This is an optimization exercise on Yosys and OpenROAD, whose aim is small area, a short achievable clock period and few clock cycles, not a production implementation. The RTL was checked by simulation tests, not by an equivalence proof against the original design. Power is estimated from default activity; no workload was simulated.

==> inputs of violet <==
==> flow/design.v <==
module data_mem_cas #(
  parameter int DATA_W         = 32,
  parameter int DEPTH          = 32,
  parameter int ADDR_W         = 5,
  parameter int CLEAR_ON_RESET = 1
) (
  input  logic                  clk,
  input  logic                  rst_n,
  input  logic                  rd_en,
  input  logic [ADDR_W-1:0]     rd_addr,
  output logic [DATA_W-1:0]     rd_data,
  output logic                  rd_valid,
  input  logic                  wr_en,
  input  logic [ADDR_W-1:0]     wr_addr,
  input  logic [DATA_W/8-1:0]   wr_be,
  input  logic [DATA_W-1:0]     wr_data,
  input  logic                  cas_en,
  input  logic [ADDR_W-1:0]     cas_addr,
  output logic                  cas_done,
  output logic                  cas_swapped,
  output logic                  cas_err,
  output logic                  busy
);
  localparam int NBYTES = DATA_W / 8;
  localparam int HALF   = DEPTH / 2;
  localparam int HW     = ADDR_W - 1;
  logic              clr_reg;         
  logic [DATA_W-1:0] rd_data_reg;
  logic              rd_valid_reg;
  logic              cas_done_reg;
  logic              cas_err_reg;
  logic              p_cas;           
  logic              p_a0;            
  logic [NBYTES-1:0] p_we_e, p_we_o;  
  logic [HW-1:0]     p_ie, p_io;      
  logic [DATA_W-1:0] p_lo, p_hi;      
  logic [DATA_W-1:0] mem_e [HALF];    
  logic [DATA_W-1:0] mem_o [HALF];    
  logic              cas_acc, rd_acc, wr_acc, cas_legal, swap;
  logic [HW-1:0]     sel_e, sel_o;
  logic [NBYTES-1:0] en_e, en_o;
  logic [DATA_W-1:0] out_e, out_o, fwd_e, fwd_o, bus_e, bus_o, rd_word, rd_merged;
  assign cas_acc   = !clr_reg && cas_en;
  assign rd_acc    = !clr_reg && rd_en && !cas_en;
  assign wr_acc    = !clr_reg && wr_en && !cas_en;
  assign cas_legal = (cas_addr != ADDR_W'(DEPTH - 1));
  assign swap  = p_cas && (p_lo > p_hi);
  assign bus_e = p_a0 ? p_lo : p_hi;
  assign bus_o = p_a0 ? p_hi : p_lo;
  assign en_e  = p_we_e | {NBYTES{swap}};
  assign en_o  = p_we_o | {NBYTES{swap}};
  always_ff @(posedge clk) begin
    for (int k = 0; k < HALF; k++) begin
      for (int b = 0; b < NBYTES; b++) begin
        if (clr_reg)
          mem_e[k][b*8 +: 8] <= '0;
        else if (en_e[b] && p_ie == HW'(k))
          mem_e[k][b*8 +: 8] <= bus_e[b*8 +: 8];
        if (clr_reg)
          mem_o[k][b*8 +: 8] <= '0;
        else if (en_o[b] && p_io == HW'(k))
          mem_o[k][b*8 +: 8] <= bus_o[b*8 +: 8];
      end
    end
  end
  assign sel_e = cas_en ? (cas_addr[ADDR_W-1:1] + HW'(cas_addr[0])) : rd_addr[ADDR_W-1:1];
  assign sel_o = cas_en ? cas_addr[ADDR_W-1:1] : rd_addr[ADDR_W-1:1];
  assign out_e = mem_e[sel_e];
  assign out_o = mem_o[sel_o];
  generate
    for (genvar gi = 0; gi < NBYTES; gi++) begin : g_byte
      assign fwd_e[gi*8 +: 8] = (en_e[gi] && p_ie == sel_e) ? bus_e[gi*8 +: 8] : out_e[gi*8 +: 8];
      assign fwd_o[gi*8 +: 8] = (en_o[gi] && p_io == sel_o) ? bus_o[gi*8 +: 8] : out_o[gi*8 +: 8];
      assign rd_merged[gi*8 +: 8] = (wr_en && wr_addr == rd_addr && wr_be[gi])
                                    ? wr_data[gi*8 +: 8] : rd_word[gi*8 +: 8];
    end
  endgenerate
  assign rd_word = rd_addr[0] ? fwd_o : fwd_e;
  always_ff @(posedge clk or negedge rst_n) begin
    if (!rst_n) begin
      clr_reg      <= 1'b1;
      rd_data_reg  <= '0;
      rd_valid_reg <= 1'b0;
      cas_done_reg <= 1'b0;
      cas_err_reg  <= 1'b0;
      p_cas        <= 1'b0;
      p_we_e       <= '0;
      p_we_o       <= '0;
    end else begin
      clr_reg      <= 1'b0;
      rd_valid_reg <= rd_acc;
      cas_done_reg <= cas_acc;
      cas_err_reg  <= cas_acc && !cas_legal;
      p_cas        <= cas_acc && cas_legal;
      p_we_e       <= (wr_acc && !wr_addr[0]) ? wr_be : '0;
      p_we_o       <= (wr_acc &&  wr_addr[0]) ? wr_be : '0;
      if (rd_acc) rd_data_reg <= rd_merged;
    end
  end
  always_ff @(posedge clk) begin
    if (cas_en) begin
      p_a0 <= cas_addr[0];
      p_ie <= sel_e;
      p_io <= sel_o;
      p_lo <= cas_addr[0] ? fwd_o : fwd_e;
      p_hi <= cas_addr[0] ? fwd_e : fwd_o;
    end else begin
      p_a0 <= 1'b0;
      p_ie <= wr_addr[ADDR_W-1:1];
      p_io <= wr_addr[ADDR_W-1:1];
      p_lo <= wr_data;
      p_hi <= wr_data;
    end
  end
  assign rd_data     = rd_data_reg;
  assign rd_valid    = rd_valid_reg;
  assign cas_done    = cas_done_reg;
  assign cas_swapped = swap;
  assign cas_err     = cas_err_reg;
  assign busy        = clr_reg;
endmodule
==> flow/run.sh <==
#!/bin/bash
# synth_recipe.tcl (not shown) runs the flow's synth.tcl, then flattens the netlist and writes it again
# the make line also repeats each setting of config.mk as NAME=value (left out here)
make -C /OpenROAD-flow-scripts/flow DESIGN_CONFIG=/design/flow/config.mk WORK_HOME=/design/flow/orfs CLKGATE_MAP_FILE= SYNTH_SCRIPT=/design/flow/synth_recipe.tcl finish
==> flow/config.mk <==
export PLATFORM = sky130hd
export DESIGN_NAME = data_mem_cas
export DESIGN_NICKNAME = data_mem_cas
export VERILOG_FILES = /design/flow/design.v
export SDC_FILE = /design/flow/constraint.sdc
export NUM_CORES = 4
export LEC_CHECK = 0
export CAP_MARGIN = 20
export CORE_MARGIN = 2
export CORE_UTILIZATION = 40
export SLEW_MARGIN = 20
==> flow/constraint.sdc <==
create_clock -name core_clock -period 5.0 [get_ports {clk}]
set_input_delay 1.0000 -clock core_clock [delete_from_list [all_inputs] [get_ports {clk}]]
set_output_delay 1.0000 -clock core_clock [all_outputs]
set_load 0.01 [all_outputs]
==> delta: changes against violet <==
==> flow/design.v, changed modules only <==
module data_mem_cas #(
  parameter int DATA_W         = 32,
  parameter int DEPTH          = 32,
  parameter int ADDR_W         = 5,
  parameter int CLEAR_ON_RESET = 1
) (
  input  logic                  clk,
  input  logic                  rst_n,
  input  logic                  rd_en,
  input  logic [ADDR_W-1:0]     rd_addr,
  output logic [DATA_W-1:0]     rd_data,
  output logic                  rd_valid,
  input  logic                  wr_en,
  input  logic [ADDR_W-1:0]     wr_addr,
  input  logic [DATA_W/8-1:0]   wr_be,
  input  logic [DATA_W-1:0]     wr_data,
  input  logic                  cas_en,
  input  logic [ADDR_W-1:0]     cas_addr,
  output logic                  cas_done,
  output logic                  cas_swapped,
  output logic                  cas_err,
  output logic                  busy
);
  localparam int NBYTES = DATA_W / 8;
  localparam int HALF   = DEPTH / 2;
  localparam int HW     = ADDR_W - 1;
  logic              clr_reg;         
  logic [DATA_W-1:0] rd_data_reg;
  logic              rd_valid_reg;
  logic              cas_done_reg;
  logic              cas_err_reg;
  logic              p_cas;           
  logic              p_a0;            
  logic [NBYTES-1:0] p_we_e, p_we_o;  
  logic [HW-1:0]     p_ie, p_io;      
  logic [DATA_W-1:0] p_lo, p_hi;      
  logic [DATA_W-1:0] mem_e [HALF];    
  logic [DATA_W-1:0] mem_o [HALF];    
  logic              cas_acc, rd_acc, wr_acc, cas_legal, swap;
  logic [HW-1:0]     sel_e, sel_o;
  logic [NBYTES-1:0] en_e, en_o;
  logic [HALF-1:0]   oh_e, oh_o;
  logic              gt;
  logic [DATA_W-1:0] out_e, out_o, fwd_e, fwd_o, bus_e, bus_o, wb_e, wb_o, rd_word, rd_merged;
  assign cas_acc   = !clr_reg && cas_en;
  assign rd_acc    = !clr_reg && rd_en && !cas_en;
  assign wr_acc    = !clr_reg && wr_en && !cas_en;
  assign cas_legal = (cas_addr != ADDR_W'(DEPTH - 1));
  cmp_gt #(.W(DATA_W)) u_cmp (.a(p_lo), .b(p_hi), .gt(gt));
  assign swap  = p_cas && gt;
  assign bus_e = p_a0 ? p_lo : p_hi;
  assign bus_o = p_a0 ? p_hi : p_lo;
  assign wb_e  = clr_reg ? '0 : bus_e;
  assign wb_o  = clr_reg ? '0 : bus_o;
  assign en_e  = p_we_e | {NBYTES{swap}};
  assign en_o  = p_we_o | {NBYTES{swap}};
  always_ff @(posedge clk) begin
    for (int k = 0; k < HALF; k++) begin
      for (int b = 0; b < NBYTES; b++) begin
        if (clr_reg || (en_e[b] && p_ie == HW'(k)))
          mem_e[k][b*8 +: 8] <= wb_e[b*8 +: 8];
        if (clr_reg || (en_o[b] && p_io == HW'(k)))
          mem_o[k][b*8 +: 8] <= wb_o[b*8 +: 8];
      end
    end
  end
  assign sel_e = cas_en ? (cas_addr[ADDR_W-1:1] + HW'(cas_addr[0])) : rd_addr[ADDR_W-1:1];
  assign sel_o = cas_en ? cas_addr[ADDR_W-1:1] : rd_addr[ADDR_W-1:1];
  always_comb begin
    for (int k = 0; k < HALF; k++) begin
      oh_e[k] = cas_en ? ((cas_addr[ADDR_W-1:1] == HW'(k)) && !cas_addr[0]) ||
                         ((cas_addr[ADDR_W-1:1] == HW'(k-1)) && cas_addr[0] && k != 0)
                       : (rd_addr[ADDR_W-1:1] == HW'(k));
      oh_o[k] = cas_en ? (cas_addr[ADDR_W-1:1] == HW'(k)) : (rd_addr[ADDR_W-1:1] == HW'(k));
    end
    out_e = '0;
    out_o = '0;
    for (int k = 0; k < HALF; k++) begin
      out_e = out_e | (mem_e[k] & {DATA_W{oh_e[k]}});
      out_o = out_o | (mem_o[k] & {DATA_W{oh_o[k]}});
    end
  end
  generate
    for (genvar gi = 0; gi < NBYTES; gi++) begin : g_byte
      assign fwd_e[gi*8 +: 8] = (en_e[gi] && oh_e[p_ie]) ? bus_e[gi*8 +: 8] : out_e[gi*8 +: 8];
      assign fwd_o[gi*8 +: 8] = (en_o[gi] && oh_o[p_io]) ? bus_o[gi*8 +: 8] : out_o[gi*8 +: 8];
      assign rd_merged[gi*8 +: 8] = (wr_en && wr_addr == rd_addr && wr_be[gi])
                                    ? wr_data[gi*8 +: 8] : rd_word[gi*8 +: 8];
    end
  endgenerate
  assign rd_word = rd_addr[0] ? fwd_o : fwd_e;
  always_ff @(posedge clk or negedge rst_n) begin
    if (!rst_n) begin
      clr_reg      <= 1'b1;
      rd_data_reg  <= '0;
      rd_valid_reg <= 1'b0;
      cas_done_reg <= 1'b0;
      cas_err_reg  <= 1'b0;
      p_cas        <= 1'b0;
      p_we_e       <= '0;
      p_we_o       <= '0;
    end else begin
      clr_reg      <= 1'b0;
      rd_valid_reg <= rd_acc;
      cas_done_reg <= cas_acc;
      cas_err_reg  <= cas_acc && !cas_legal;
      p_cas        <= cas_acc && cas_legal;
      p_we_e       <= (wr_acc && !wr_addr[0]) ? wr_be : '0;
      p_we_o       <= (wr_acc &&  wr_addr[0]) ? wr_be : '0;
      if (rd_acc) rd_data_reg <= rd_merged;
    end
  end
  always_ff @(posedge clk) begin
    if (cas_en) begin
      p_a0 <= cas_addr[0];
      p_ie <= sel_e;
      p_io <= sel_o;
      p_lo <= cas_addr[0] ? fwd_o : fwd_e;
      p_hi <= cas_addr[0] ? fwd_e : fwd_o;
    end else begin
      p_a0 <= 1'b0;
      p_ie <= wr_addr[ADDR_W-1:1];
      p_io <= wr_addr[ADDR_W-1:1];
      p_lo <= wr_data;
      p_hi <= wr_data;
    end
  end
  assign rd_data     = rd_data_reg;
  assign rd_valid    = rd_valid_reg;
  assign cas_done    = cas_done_reg;
  assign cas_swapped = swap;
  assign cas_err     = cas_err_reg;
  assign busy        = clr_reg;
endmodule
module cmp_gt #(
  parameter int W = 32
) (
  input  logic [W-1:0] a,
  input  logic [W-1:0] b,
  output logic         gt
);
  localparam int L = 5;   
  logic [W-1:0] g [L+1];
  logic [W-1:0] l [L+1];
  always_comb begin
    for (int j = 0; j <= L; j++) begin
      g[j] = '0;
      l[j] = '0;
    end
    g[0] = a & ~b;
    l[0] = ~a & b;
    for (int j = 1; j <= L; j++) begin
      for (int i = 0; i < (W >> j); i++) begin
        g[j][i] = g[j-1][2*i+1] | (!l[j-1][2*i+1] && g[j-1][2*i]);
        l[j][i] = l[j-1][2*i+1] | (!g[j-1][2*i+1] && l[j-1][2*i]);
      end
    end
    gt = g[L][0];
  end
endmodule
--- a/flow/config.mk
+++ b/flow/config.mk
@@ -7,5 +7,9 @@
 export LEC_CHECK = 0
 export CAP_MARGIN = 20
 export CORE_MARGIN = 2
-export CORE_UTILIZATION = 40
+export CORE_UTILIZATION = 75
+export CTS_CLUSTER_DIAMETER = 60
+export CTS_CLUSTER_SIZE = 30
+export SETUP_SLACK_MARGIN = 1.2
 export SLEW_MARGIN = 20
+export TNS_END_PERCENT = 0
==> zinc: changes against violet <==
==> flow/design.v, changed modules only <==
module data_mem_cas #(
  parameter int DATA_W         = 32,
  parameter int DEPTH          = 32,
  parameter int ADDR_W         = 5,
  parameter int CLEAR_ON_RESET = 1
) (
  input  logic                  clk,
  input  logic                  rst_n,
  input  logic                  rd_en,
  input  logic [ADDR_W-1:0]     rd_addr,
  output logic [DATA_W-1:0]     rd_data,
  output logic                  rd_valid,
  input  logic                  wr_en,
  input  logic [ADDR_W-1:0]     wr_addr,
  input  logic [DATA_W/8-1:0]   wr_be,
  input  logic [DATA_W-1:0]     wr_data,
  input  logic                  cas_en,
  input  logic [ADDR_W-1:0]     cas_addr,
  output logic                  cas_done,
  output logic                  cas_swapped,
  output logic                  cas_err,
  output logic                  busy
);
  localparam int NBYTES = DATA_W / 8;
  localparam int HALF   = DEPTH / 2;
  localparam int HW     = ADDR_W - 1;
  logic              clr_reg;         
  logic [DATA_W-1:0] rd_data_reg;
  logic              rd_valid_reg;
  logic              cas_done_reg;
  logic              cas_err_reg;
  logic              p_cas;           
  logic              p_a0;            
  logic [NBYTES-1:0] p_we_e, p_we_o;  
  logic [HW-1:0]     p_ie, p_io;      
  logic [DATA_W-1:0] p_lo, p_hi;      
  logic [DATA_W-1:0] mem_e [HALF];    
  logic [DATA_W-1:0] mem_o [HALF];    
  logic              cas_acc, rd_acc, wr_acc, cas_legal, swap;
  logic [HW-1:0]     sel_e, sel_o;
  logic [NBYTES-1:0] en_e, en_o;
  logic [HALF-1:0]   oh_e, oh_o;
  logic              gt;
  logic [DATA_W-1:0] out_e, out_o, fwd_e, fwd_o, bus_e, bus_o, wb_e, wb_o, rd_word, rd_merged;
  assign cas_acc   = !clr_reg && cas_en;
  assign rd_acc    = !clr_reg && rd_en && !cas_en;
  assign wr_acc    = !clr_reg && wr_en && !cas_en;
  assign cas_legal = (cas_addr != ADDR_W'(DEPTH - 1));
  cmp_gt #(.W(DATA_W)) u_cmp (.a(p_lo), .b(p_hi), .gt(gt));
  assign swap  = p_cas && gt;
  assign bus_e = p_a0 ? p_lo : p_hi;
  assign bus_o = p_a0 ? p_hi : p_lo;
  assign wb_e  = clr_reg ? '0 : bus_e;
  assign wb_o  = clr_reg ? '0 : bus_o;
  assign en_e  = p_we_e | {NBYTES{swap}};
  assign en_o  = p_we_o | {NBYTES{swap}};
  always_ff @(posedge clk) begin
    for (int k = 0; k < HALF; k++) begin
      for (int b = 0; b < NBYTES; b++) begin
        if (clr_reg || (en_e[b] && p_ie == HW'(k)))
          mem_e[k][b*8 +: 8] <= wb_e[b*8 +: 8];
        if (clr_reg || (en_o[b] && p_io == HW'(k)))
          mem_o[k][b*8 +: 8] <= wb_o[b*8 +: 8];
      end
    end
  end
  assign sel_e = cas_en ? (cas_addr[ADDR_W-1:1] + HW'(cas_addr[0])) : rd_addr[ADDR_W-1:1];
  assign sel_o = cas_en ? cas_addr[ADDR_W-1:1] : rd_addr[ADDR_W-1:1];
  always_comb begin
    for (int k = 0; k < HALF; k++) begin
      oh_e[k] = cas_en ? ((cas_addr[ADDR_W-1:1] == HW'(k)) && !cas_addr[0]) ||
                         ((cas_addr[ADDR_W-1:1] == HW'(k-1)) && cas_addr[0] && k != 0)
                       : (rd_addr[ADDR_W-1:1] == HW'(k));
      oh_o[k] = cas_en ? (cas_addr[ADDR_W-1:1] == HW'(k)) : (rd_addr[ADDR_W-1:1] == HW'(k));
    end
    out_e = '0;
    out_o = '0;
    for (int k = 0; k < HALF; k++) begin
      out_e = out_e | (mem_e[k] & {DATA_W{oh_e[k]}});
      out_o = out_o | (mem_o[k] & {DATA_W{oh_o[k]}});
    end
  end
  generate
    for (genvar gi = 0; gi < NBYTES; gi++) begin : g_byte
      assign fwd_e[gi*8 +: 8] = (en_e[gi] && oh_e[p_ie]) ? bus_e[gi*8 +: 8] : out_e[gi*8 +: 8];
      assign fwd_o[gi*8 +: 8] = (en_o[gi] && oh_o[p_io]) ? bus_o[gi*8 +: 8] : out_o[gi*8 +: 8];
      assign rd_merged[gi*8 +: 8] = (wr_en && wr_addr == rd_addr && wr_be[gi])
                                    ? wr_data[gi*8 +: 8] : rd_word[gi*8 +: 8];
    end
  endgenerate
  assign rd_word = rd_addr[0] ? fwd_o : fwd_e;
  always_ff @(posedge clk or negedge rst_n) begin
    if (!rst_n) begin
      clr_reg      <= 1'b1;
      rd_data_reg  <= '0;
      rd_valid_reg <= 1'b0;
      cas_done_reg <= 1'b0;
      cas_err_reg  <= 1'b0;
      p_cas        <= 1'b0;
      p_we_e       <= '0;
      p_we_o       <= '0;
    end else begin
      clr_reg      <= 1'b0;
      rd_valid_reg <= rd_acc;
      cas_done_reg <= cas_acc;
      cas_err_reg  <= cas_acc && !cas_legal;
      p_cas        <= cas_acc && cas_legal;
      p_we_e       <= (wr_acc && !wr_addr[0]) ? wr_be : '0;
      p_we_o       <= (wr_acc &&  wr_addr[0]) ? wr_be : '0;
      if (rd_acc) rd_data_reg <= rd_merged;
    end
  end
  always_ff @(posedge clk) begin
    if (cas_en) begin
      p_a0 <= cas_addr[0];
      p_ie <= sel_e;
      p_io <= sel_o;
      p_lo <= cas_addr[0] ? fwd_o : fwd_e;
      p_hi <= cas_addr[0] ? fwd_e : fwd_o;
    end else begin
      p_a0 <= 1'b0;
      p_ie <= wr_addr[ADDR_W-1:1];
      p_io <= wr_addr[ADDR_W-1:1];
      p_lo <= wr_data;
      p_hi <= wr_data;
    end
  end
  assign rd_data     = rd_data_reg;
  assign rd_valid    = rd_valid_reg;
  assign cas_done    = cas_done_reg;
  assign cas_swapped = swap;
  assign cas_err     = cas_err_reg;
  assign busy        = clr_reg;
endmodule
module cmp_gt #(
  parameter int W = 32
) (
  input  logic [W-1:0] a,
  input  logic [W-1:0] b,
  output logic         gt
);
  localparam int L = 5;   
  logic [W-1:0] g [L+1];
  logic [W-1:0] l [L+1];
  always_comb begin
    for (int j = 0; j <= L; j++) begin
      g[j] = '0;
      l[j] = '0;
    end
    g[0] = a & ~b;
    l[0] = ~a & b;
    for (int j = 1; j <= L; j++) begin
      for (int i = 0; i < (W >> j); i++) begin
        g[j][i] = g[j-1][2*i+1] | (!l[j-1][2*i+1] && g[j-1][2*i]);
        l[j][i] = l[j-1][2*i+1] | (!g[j-1][2*i+1] && l[j-1][2*i]);
      end
    end
    gt = g[L][0];
  end
endmodule
--- a/flow/config.mk
+++ b/flow/config.mk
@@ -8,4 +8,8 @@
 export CAP_MARGIN = 20
 export CORE_MARGIN = 2
 export CORE_UTILIZATION = 40
+export CTS_CLUSTER_DIAMETER = 60
+export CTS_CLUSTER_SIZE = 30
+export SETUP_SLACK_MARGIN = 1.2
 export SLEW_MARGIN = 20
+export TNS_END_PERCENT = 0
==> tundra: changes against violet <==
==> flow/design.v, changed modules only <==
module data_mem_cas #(
  parameter int DATA_W         = 32,
  parameter int DEPTH          = 32,
  parameter int ADDR_W         = 5,
  parameter int CLEAR_ON_RESET = 1
) (
  input  logic                  clk,
  input  logic                  rst_n,
  input  logic                  rd_en,
  input  logic [ADDR_W-1:0]     rd_addr,
  output logic [DATA_W-1:0]     rd_data,
  output logic                  rd_valid,
  input  logic                  wr_en,
  input  logic [ADDR_W-1:0]     wr_addr,
  input  logic [DATA_W/8-1:0]   wr_be,
  input  logic [DATA_W-1:0]     wr_data,
  input  logic                  cas_en,
  input  logic [ADDR_W-1:0]     cas_addr,
  output logic                  cas_done,
  output logic                  cas_swapped,
  output logic                  cas_err,
  output logic                  busy
);
  localparam int NBYTES = DATA_W / 8;
  localparam int HALF   = DEPTH / 2;
  localparam int HW     = ADDR_W - 1;
  logic              clr_reg;         
  logic [DATA_W-1:0] rd_data_reg;
  logic              rd_valid_reg;
  logic              cas_done_reg;
  logic              cas_err_reg;
  logic              p_cas;           
  logic              p_a0;            
  logic [NBYTES-1:0] p_we_e, p_we_o;  
  logic [HW-1:0]     p_ie, p_io;      
  logic [DATA_W-1:0] p_lo, p_hi;      
  logic [DATA_W-1:0] mem_e [HALF];    
  logic [DATA_W-1:0] mem_o [HALF];    
  logic              cas_acc, rd_acc, wr_acc, cas_legal, swap;
  logic [HW-1:0]     sel_e, sel_o;
  logic [NBYTES-1:0] en_e, en_o;
  logic [HALF-1:0]   oh_e, oh_o;
  logic              gt;
  logic [DATA_W-1:0] out_e, out_o, fwd_e, fwd_o, bus_e, bus_o, wb_e, wb_o, rd_word, rd_merged;
  assign cas_acc   = !clr_reg && cas_en;
  assign rd_acc    = !clr_reg && rd_en && !cas_en;
  assign wr_acc    = !clr_reg && wr_en && !cas_en;
  assign cas_legal = (cas_addr != ADDR_W'(DEPTH - 1));
  cmp_gt #(.W(DATA_W)) u_cmp (.a(p_lo), .b(p_hi), .gt(gt));
  assign swap  = p_cas && gt;
  assign bus_e = p_a0 ? p_lo : p_hi;
  assign bus_o = p_a0 ? p_hi : p_lo;
  assign wb_e  = clr_reg ? '0 : bus_e;
  assign wb_o  = clr_reg ? '0 : bus_o;
  assign en_e  = p_we_e | {NBYTES{swap}};
  assign en_o  = p_we_o | {NBYTES{swap}};
  always_ff @(posedge clk) begin
    for (int k = 0; k < HALF; k++) begin
      for (int b = 0; b < NBYTES; b++) begin
        if (clr_reg || (en_e[b] && p_ie == HW'(k)))
          mem_e[k][b*8 +: 8] <= wb_e[b*8 +: 8];
        if (clr_reg || (en_o[b] && p_io == HW'(k)))
          mem_o[k][b*8 +: 8] <= wb_o[b*8 +: 8];
      end
    end
  end
  assign sel_e = cas_en ? (cas_addr[ADDR_W-1:1] + HW'(cas_addr[0])) : rd_addr[ADDR_W-1:1];
  assign sel_o = cas_en ? cas_addr[ADDR_W-1:1] : rd_addr[ADDR_W-1:1];
  always_comb begin
    for (int k = 0; k < HALF; k++) begin
      oh_e[k] = cas_en ? ((cas_addr[ADDR_W-1:1] == HW'(k)) && !cas_addr[0]) ||
                         ((cas_addr[ADDR_W-1:1] == HW'(k-1)) && cas_addr[0] && k != 0)
                       : (rd_addr[ADDR_W-1:1] == HW'(k));
      oh_o[k] = cas_en ? (cas_addr[ADDR_W-1:1] == HW'(k)) : (rd_addr[ADDR_W-1:1] == HW'(k));
    end
    out_e = '0;
    out_o = '0;
    for (int k = 0; k < HALF; k++) begin
      out_e = out_e | (mem_e[k] & {DATA_W{oh_e[k]}});
      out_o = out_o | (mem_o[k] & {DATA_W{oh_o[k]}});
    end
  end
  generate
    for (genvar gi = 0; gi < NBYTES; gi++) begin : g_byte
      assign fwd_e[gi*8 +: 8] = (en_e[gi] && oh_e[p_ie]) ? bus_e[gi*8 +: 8] : out_e[gi*8 +: 8];
      assign fwd_o[gi*8 +: 8] = (en_o[gi] && oh_o[p_io]) ? bus_o[gi*8 +: 8] : out_o[gi*8 +: 8];
      assign rd_merged[gi*8 +: 8] = (wr_en && wr_addr == rd_addr && wr_be[gi])
                                    ? wr_data[gi*8 +: 8] : rd_word[gi*8 +: 8];
    end
  endgenerate
  assign rd_word = rd_addr[0] ? fwd_o : fwd_e;
  always_ff @(posedge clk or negedge rst_n) begin
    if (!rst_n) begin
      clr_reg      <= 1'b1;
      rd_data_reg  <= '0;
      rd_valid_reg <= 1'b0;
      cas_done_reg <= 1'b0;
      cas_err_reg  <= 1'b0;
      p_cas        <= 1'b0;
      p_we_e       <= '0;
      p_we_o       <= '0;
    end else begin
      clr_reg      <= 1'b0;
      rd_valid_reg <= rd_acc;
      cas_done_reg <= cas_acc;
      cas_err_reg  <= cas_acc && !cas_legal;
      p_cas        <= cas_acc && cas_legal;
      p_we_e       <= (wr_acc && !wr_addr[0]) ? wr_be : '0;
      p_we_o       <= (wr_acc &&  wr_addr[0]) ? wr_be : '0;
      if (rd_acc) rd_data_reg <= rd_merged;
    end
  end
  always_ff @(posedge clk) begin
    if (cas_en) begin
      p_a0 <= cas_addr[0];
      p_ie <= sel_e;
      p_io <= sel_o;
      p_lo <= cas_addr[0] ? fwd_o : fwd_e;
      p_hi <= cas_addr[0] ? fwd_e : fwd_o;
    end else begin
      p_a0 <= 1'b0;
      p_ie <= wr_addr[ADDR_W-1:1];
      p_io <= wr_addr[ADDR_W-1:1];
      p_lo <= wr_data;
      p_hi <= wr_data;
    end
  end
  assign rd_data     = rd_data_reg;
  assign rd_valid    = rd_valid_reg;
  assign cas_done    = cas_done_reg;
  assign cas_swapped = swap;
  assign cas_err     = cas_err_reg;
  assign busy        = clr_reg;
endmodule
module cmp_gt #(
  parameter int W = 32
) (
  input  logic [W-1:0] a,
  input  logic [W-1:0] b,
  output logic         gt
);
  localparam int L = 5;   
  logic [W-1:0] g [L+1];
  logic [W-1:0] l [L+1];
  always_comb begin
    for (int j = 0; j <= L; j++) begin
      g[j] = '0;
      l[j] = '0;
    end
    g[0] = a & ~b;
    l[0] = ~a & b;
    for (int j = 1; j <= L; j++) begin
      for (int i = 0; i < (W >> j); i++) begin
        g[j][i] = g[j-1][2*i+1] | (!l[j-1][2*i+1] && g[j-1][2*i]);
        l[j][i] = l[j-1][2*i+1] | (!g[j-1][2*i+1] && l[j-1][2*i]);
      end
    end
    gt = g[L][0];
  end
endmodule
==> flow/flow/run.sh (new file) <==
#!/bin/bash
set -euo pipefail
bash standard.sh synth > synth.log 2>&1
bash standard.sh MATCH_CELL_FOOTPRINT=0 'BUFFER_PORTS_ARGS=-buffer_cell sky130_fd_sc_hd__buf_4' \
  finish > layout.log 2>&1
==> flow/standard.sh (new file) <==
#!/bin/bash
# synth_recipe.tcl (not shown) runs the flow's synth.tcl, then flattens the netlist and writes it again
# the make line also repeats each setting of config.mk as NAME=value (left out here)
make -C /OpenROAD-flow-scripts/flow DESIGN_CONFIG=/design/flow/config.mk WORK_HOME=/design/flow/orfs CLKGATE_MAP_FILE= SYNTH_SCRIPT=/design/flow/synth_recipe.tcl "${@:-finish}"
--- a/flow/config.mk
+++ b/flow/config.mk
@@ -7,5 +7,9 @@
 export LEC_CHECK = 0
 export CAP_MARGIN = 20
 export CORE_MARGIN = 2
-export CORE_UTILIZATION = 40
+export CORE_UTILIZATION = 75
+export CTS_CLUSTER_DIAMETER = 60
+export CTS_CLUSTER_SIZE = 30
+export SETUP_SLACK_MARGIN = 1.2
 export SLEW_MARGIN = 20
+export TNS_END_PERCENT = 0
removed: flow/run.sh
==> notes.md <==
* Multi-input logic portion of the cell area at 0.234
* Status: no timing/DRC/antenna violations
* Layout cells sized above 1 at 0.118
* Post-synthesis sequential area ratio at 0.732
* Most frequent cells in the layout: edfxtp_1 (1024), a22oi_1 (319), nor2_1 (135)
* Num CTS Buffers at between 50 and 60
* Pre-CTS WS at roughly 470 ps
* Number of global-route vias before repair at about 30000
* Synth area leader: edfxtp_1
* Gr usage total at 0.436
* Xor-xnor portion of the synthesized cell area at 0.00154
The numbers above come from delta.

==> notes.md <==
* Status: no timing/DRC/antenna violations
* Synth area leader: edfxtp_1
* Num CTS Buffers at between 50 and 60
* Most frequent cells in the layout: edfxtp_1 (1024), a22oi_1 (319), buf_4 (205)
* Number of global-route vias before repair at between 20000 and 30000
* Filler instances at between 2000 and 3000
* Post-synthesis sequential area ratio at 0.732
* Pre-CTS WS at 649 ps
* Multi-input logic portion of the cell area at 0.235
* Gr usage total at 0.423
* Hold Buf Count CTS at 0
* Xor-xnor portion of the synthesized cell area at 0.00154
* Layout cells sized above 1 at 0.136
The numbers above come from tundra.

==> notes.md <==
* Combinational share of power at 0.143
* Inverters at 48
* Number of global-route vias before repair at slightly below 50000
* Layout cells sized above 1 at 0.142
* Final #Nets at a little under 7000
* Xor-xnor portion of the synthesized cell area at 0.00252
* Busiest grt layer: met2
* Proportion of synthesized area in mux cells at 0.0601
* Multi-In Gates at 4845
* Met2 Use GR at 0.535
* Gr usage total at 0.363
* Routed WL at 250 mm
* Worst path top cell family by delay: simple AND/OR/NAND/NOR gates
* Status: no timing/DRC/antenna violations
* Most frequent cells in the layout: nor2_1 (1123), dfxtp_1 (1096), nand2_1 (713)
* Num CTS Buffers at about 120
* Post-synthesis sequential area ratio at 0.443
* Crit path to: cas_swapped
* Synth area leader: dfxtp_1
* Routed wl met3 at about 30 mm
* GR Layer Usage met3 at 0.0955
* Multi-input logic portion of the cell area at 0.433
The numbers above come from violet.

==> notes.md <==
* Pre-CTS WS at about 290 ps
* Num CTS Buffers at around 70
* Highest routed layer: met5
* Async S/R FF share, synth at 0.0394
* Most frequent cells in the layout: edfxtp_1 (1024), a22oi_1 (319), buf_4 (152)
* Stages on the worst setup path at 12
* Gr usage total at 0.252
* Status: no timing/DRC/antenna violations
* First-pass GRT wire length at between 200 and 250 mm
* Multi-input logic portion of the cell area at 0.226
* Layout cells sized above 1 at 0.143
* Post-synthesis sequential area ratio at 0.732
* Xor-xnor portion of the synthesized cell area at 0.00154
The numbers above come from zinc.

Testbench counts of violet, summed over its fixed seeds: cycles 4,488.
Testbench counts of delta, summed over its fixed seeds: cycles 4,488.
Testbench counts of zinc, summed over its fixed seeds: cycles 4,488.
Testbench counts of tundra, summed over its fixed seeds: cycles 4,488.

[what the ideal ports hide]
Ports are ideal in the flow. The routed layouts listed here were re-timed in OpenROAD. Step 1 sets driving cells, clkbuf_16 on the clock port and buf_2 on the other inputs (assumed; they add their load-dependent delay and slew). Step 2 adds t to the input delays and takes it off the output delays; t is the mean of the earliest and latest rising clock arrival at the registers after step 1. Input paths then give back, and output paths get back, about the clock's delay inside the block. Slacks: ideal / step 1 / step 2; pairs: ideal / step 1.
run | t (ns) | slack for setup (ns) | worst data-port slew with drivers (ns)
violet | 0.850 | 0.211 / 0.131 / -0.205 | 0.21
delta | 0.724 | 1.140 / 1.072 / 0.463 | 0.09
zinc | 0.738 | 1.083 / 1.059 / 0.321 | 0.11
tundra | 0.721 | 1.187 / 1.121 / 0.632 | 0.13
Met with ideal ports but missed after step 2: setup timing in violet. The setup slack of zinc, which loses most, moves by -0.024 ns with the drivers and by -0.762 ns with both steps.
